What follows belongs to an exercise in optimizing a design on an open flow for small area, a short achievable clock period and few clock cycles per item; a production flow would make more cautious choices.
Function was checked by simulation only, so behaviour that the tests miss may differ from the original.
Power is estimated from default activity; no workload was simulated.

run A:
Design pointer_motion_scaler_unit, start of the top module:
module pointer_motion_scaler_unit (
  input  logic               clk,
  input  logic               rst,
  input  logic               ev_valid,
  output logic               ev_ready,
  input  logic               ev_func,
  input  logic [2:0]         ev_event_kind,
  input  logic signed [15:0] ev_motion_value,
  input  logic               ev_sync_flag,
  input  logic [2:0]         ev_action,
  output logic               res_valid,
  input  logic               res_ready,
  output logic signed [15:0] res_scaled_value,
  output logic               res_keep_event
);
  function automatic logic [1:0] q0tab(input logic [6:0] x);
    case (x)
      7'd0: q0tab = 2'd1;
      7'd1: q0tab = 2'd1;
      7'd2: q0tab = 2'd0;
      7'd3: q0tab = 2'd0;
      7'd4: q0tab = 2'd0;
      7'd5: q0tab = 2'd0;
      7'd6: q0tab = 2'd2;
      7'd7: q0tab = 2'd2;
      7'd8: q0tab = 2'd1;
      7'd9: q0tab = 2'd1;
      7'd10: q0tab = 2'd0;
      7'd11: q0tab = 2'd0;
      7'd12: q0tab = 2'd0;
      7'd13: q0tab = 2'd0;
      7'd14: q0tab = 2'd0;
      7'd15: q0tab = 2'd2;
      7'd16: q0tab = 2'd1;
      7'd17: q0tab = 2'd0;
      7'd18: q0tab = 2'd0;
      7'd19: q0tab = 2'd0;
      7'd20: q0tab = 2'd0;
      7'd21: q0tab = 2'd0;
      7'd22: q0tab = 2'd0;
      7'd23: q0tab = 2'd2;
      7'd24: q0tab = 2'd1;
      7'd25: q0tab = 2'd0;
      7'd26: q0tab = 2'd0;
      7'd27: q0tab = 2'd0;
      7'd28: q0tab = 2'd0;
      7'd29: q0tab = 2'd0;
      7'd30: q0tab = 2'd0;
      7'd31: q0tab = 2'd0;
      7'd32: q0tab = 2'd1;
      7'd33: q0tab = 2'd0;
      7'd34: q0tab = 2'd0;
      7'd35: q0tab = 2'd0;
      7'd36: q0tab = 2'd0;
      7'd37: q0tab = 2'd0;
      7'd38: q0tab = 2'd0;
      7'd39: q0tab = 2'd0;
      7'd40: q0tab = 2'd1;
      7'd41: q0tab = 2'd0;
      7'd42: q0tab = 2'd0;
      7'd43: q0tab = 2'd0;
      7'd44: q0tab = 2'd0;
      7'd45: q0tab = 2'd0;
      7'd46: q0tab = 2'd0;
      7'd47: q0tab = 2'd0;
      7'd48: q0tab = 2'd1;
      7'd49: q0tab = 2'd0;
      7'd50: q0tab = 2'd0;
      7'd51: q0tab = 2'd0;
      7'd52: q0tab = 2'd0;
      7'd53: q0tab = 2'd0;
      7'd54: q0tab = 2'd0;
      7'd55: q0tab = 2'd0;
      7'd56: q0tab = 2'd1;
  ...
For scale: about 1600 cells after synthesis, ~47 I/O pins.
clock: 10.0 ns
lec_check: 0
abc_area: 1
cap_margin: 20
core_margin: 2
core_utilization: 40
cts_buf_list: sky130_fd_sc_hd__clkbuf_8
cts_cluster_diameter: 200
cts_cluster_size: 40
setup_slack_margin: 5
slew_margin: 20
run.sh (not shown) runs the stock make flow with config.mk's settings and CLKGATE_MAP_FILE= SYNTH_SCRIPT=/design/flow/synth_recipe.tcl, a recipe that flattens the netlist after the stock synthesis.
Testbench counts of run A, summed over its fixed seeds: cycles 8,012, items 8,000.
Input-level comparison between run B and run A:
Settings: clearing CTS_CLUSTER_SIZE, which used to be 40; clearing CTS_CLUSTER_DIAMETER, which used to be 200; swapping 40 for 60 in CORE_UTILIZATION.
--- outcome ---
Having completed the whole flow, run A delivered a layout that passed the timing, design-rule and antenna checks.
Both conditions hold for run B: the flow ran to the end and the final layout passed the timing, design-rule and antenna checks.
Run B falls short of run A in total via count in the routed design.
Run B vs run A: standard cell area after detailed placement down
Run B vs. run A: maximum number of buffers from clock root to sink held steady, layout-stage area growth over the synthesis result shrank by 0.62 points, starting utilization of the core area grew by 20 points, share of the final layout cell area in multi-input gates grew by 0.52 points.
Summary of run B over run A: smallest setup slack after layout has decreased; total power up 0.000062 W; detailed-placement wirelength estimate shrank by 860 um.
Inputs modified between run B and run C:
Settings: swapping 60 for 25 in CORE_UTILIZATION.
==> comparison <==
Going from run B to run C, post-layout total power down about 2.3%, setup slack went down by 0.023 ns, worst stage delay on the critical path decreased by 0.03 ns relative to the old numbers, post-route met1 wirelength rose by 17%. Relative to run B, run C improves clock power. Compared to run B, run C has internal power about 0.8% lower. Per the comparison of run C with run B, routed length per instance decreased by 16% relative to the old numbers, final critical delay including setup and external delays now larger. Run B → run C: sequential power share climbed 0.2 points; cell area climbed about 3%.
Input-level comparison between run D and run C:
Settings: ABC_AREA: 1 -> 0; CORE_UTILIZATION: 25 -> 40.
Notes after the runs:
No stage failed in run D, and the final checks on the layout all came back clean.
The lower slew at the pin closest to its max-slew limit came out of run D.
The estimated power of run D ends up higher than the estimate for run C.
Clock tree buffer count of the final layout: run D vs run C down 2
First-pass GRT wire length is higher on run D
Going from run C to run D, the synthesized area was found to have gone up by 4.1%.
Run D vs run C, dominant combinational cell family by area after synthesis: compound AO/OA/AOI/OAI gates vs simple AND/OR/NAND/NOR gates
The following lists how run E was set up differently from run D:
Settings: CTS_CLUSTER_SIZE now 30, previously not set; ABC_AREA now 1, was 0.
==> comparison <==
Run D has a higher routed wire length than run E. Going from run D to run E, switching share of power grows by 4.4 points. Run D → run E: overall fraction of global-route tracks in use went up 0.17 points, floorplan die width went down 3.4 um, critical path depth lost 18, final weighted congestion in routability-driven placement now sits lower, die area -about 4%. Higher adder-cell area share of the yosys netlist goes to run E over run D. Run E against run D; area of the mapped netlist is down by a few percent. Going from run D to run E, layout inverter count without the clock tree climbed 132, data required time of the worst path has decreased.
Edits applied to the flow inputs when going from run E to run F:
Settings: PLACE_DENSITY: unset -> 0.5; CTS_CLUSTER_SIZE: 30 -> unset.
[summary]
Across both runs, transition at the pin with the smallest max-transition slack was lower for run F than for run E.
Any difference in worst setup slack between run F and run E is small enough to ignore.
Compared with run E, run F ends up with more cell area.
Run F: full flow OK, the timing, design-rule and antenna checks passed
| hold slack | higher: run F |
Looking at utilization after layout across run E and run F, the one that comes out lower is run E.
The lower switching component of the power of run E and run F is in run E.
Run F gives more global-route track usage on met2 than run E did.

[static timing again, ports no longer ideal]
In the flow no input, the clock included, has a driving cell. The finished layouts below were timed again as built, in two steps.
Step 1: set_driving_cell puts a clkbuf_16 on clk and a buf_2 on each other input, an assumption about the parent block.
Step 2, shift: input delay + t, output delay - t, t = (earliest + latest rising clock arrival at the registers) / 2. This alone moves slack from input paths to output paths.
Slacks: ideal ports / drivers / drivers and shift; pairs: ideal ports / drivers.
run	t, ns	setup WS [ns]	worst setup path at the end
run A	0.476	5.123 / 5.097 / 4.710	input to register
run B	0.494	5.120 / 5.104 / 4.645	input to register
run C	0.523	5.097 / 5.088 / 4.600	input to register
run D	0.479	4.934 / 4.934 / 4.645	input to register
run E	0.476	5.123 / 5.097 / 4.710	input to register
run F	0.492	5.126 / 5.098 / 4.727	input to register
After both steps setup and hold are still met in every run listed. The setup slack of run C, which loses most, moves by -0.009 ns with the drivers and by -0.497 ns with both steps.
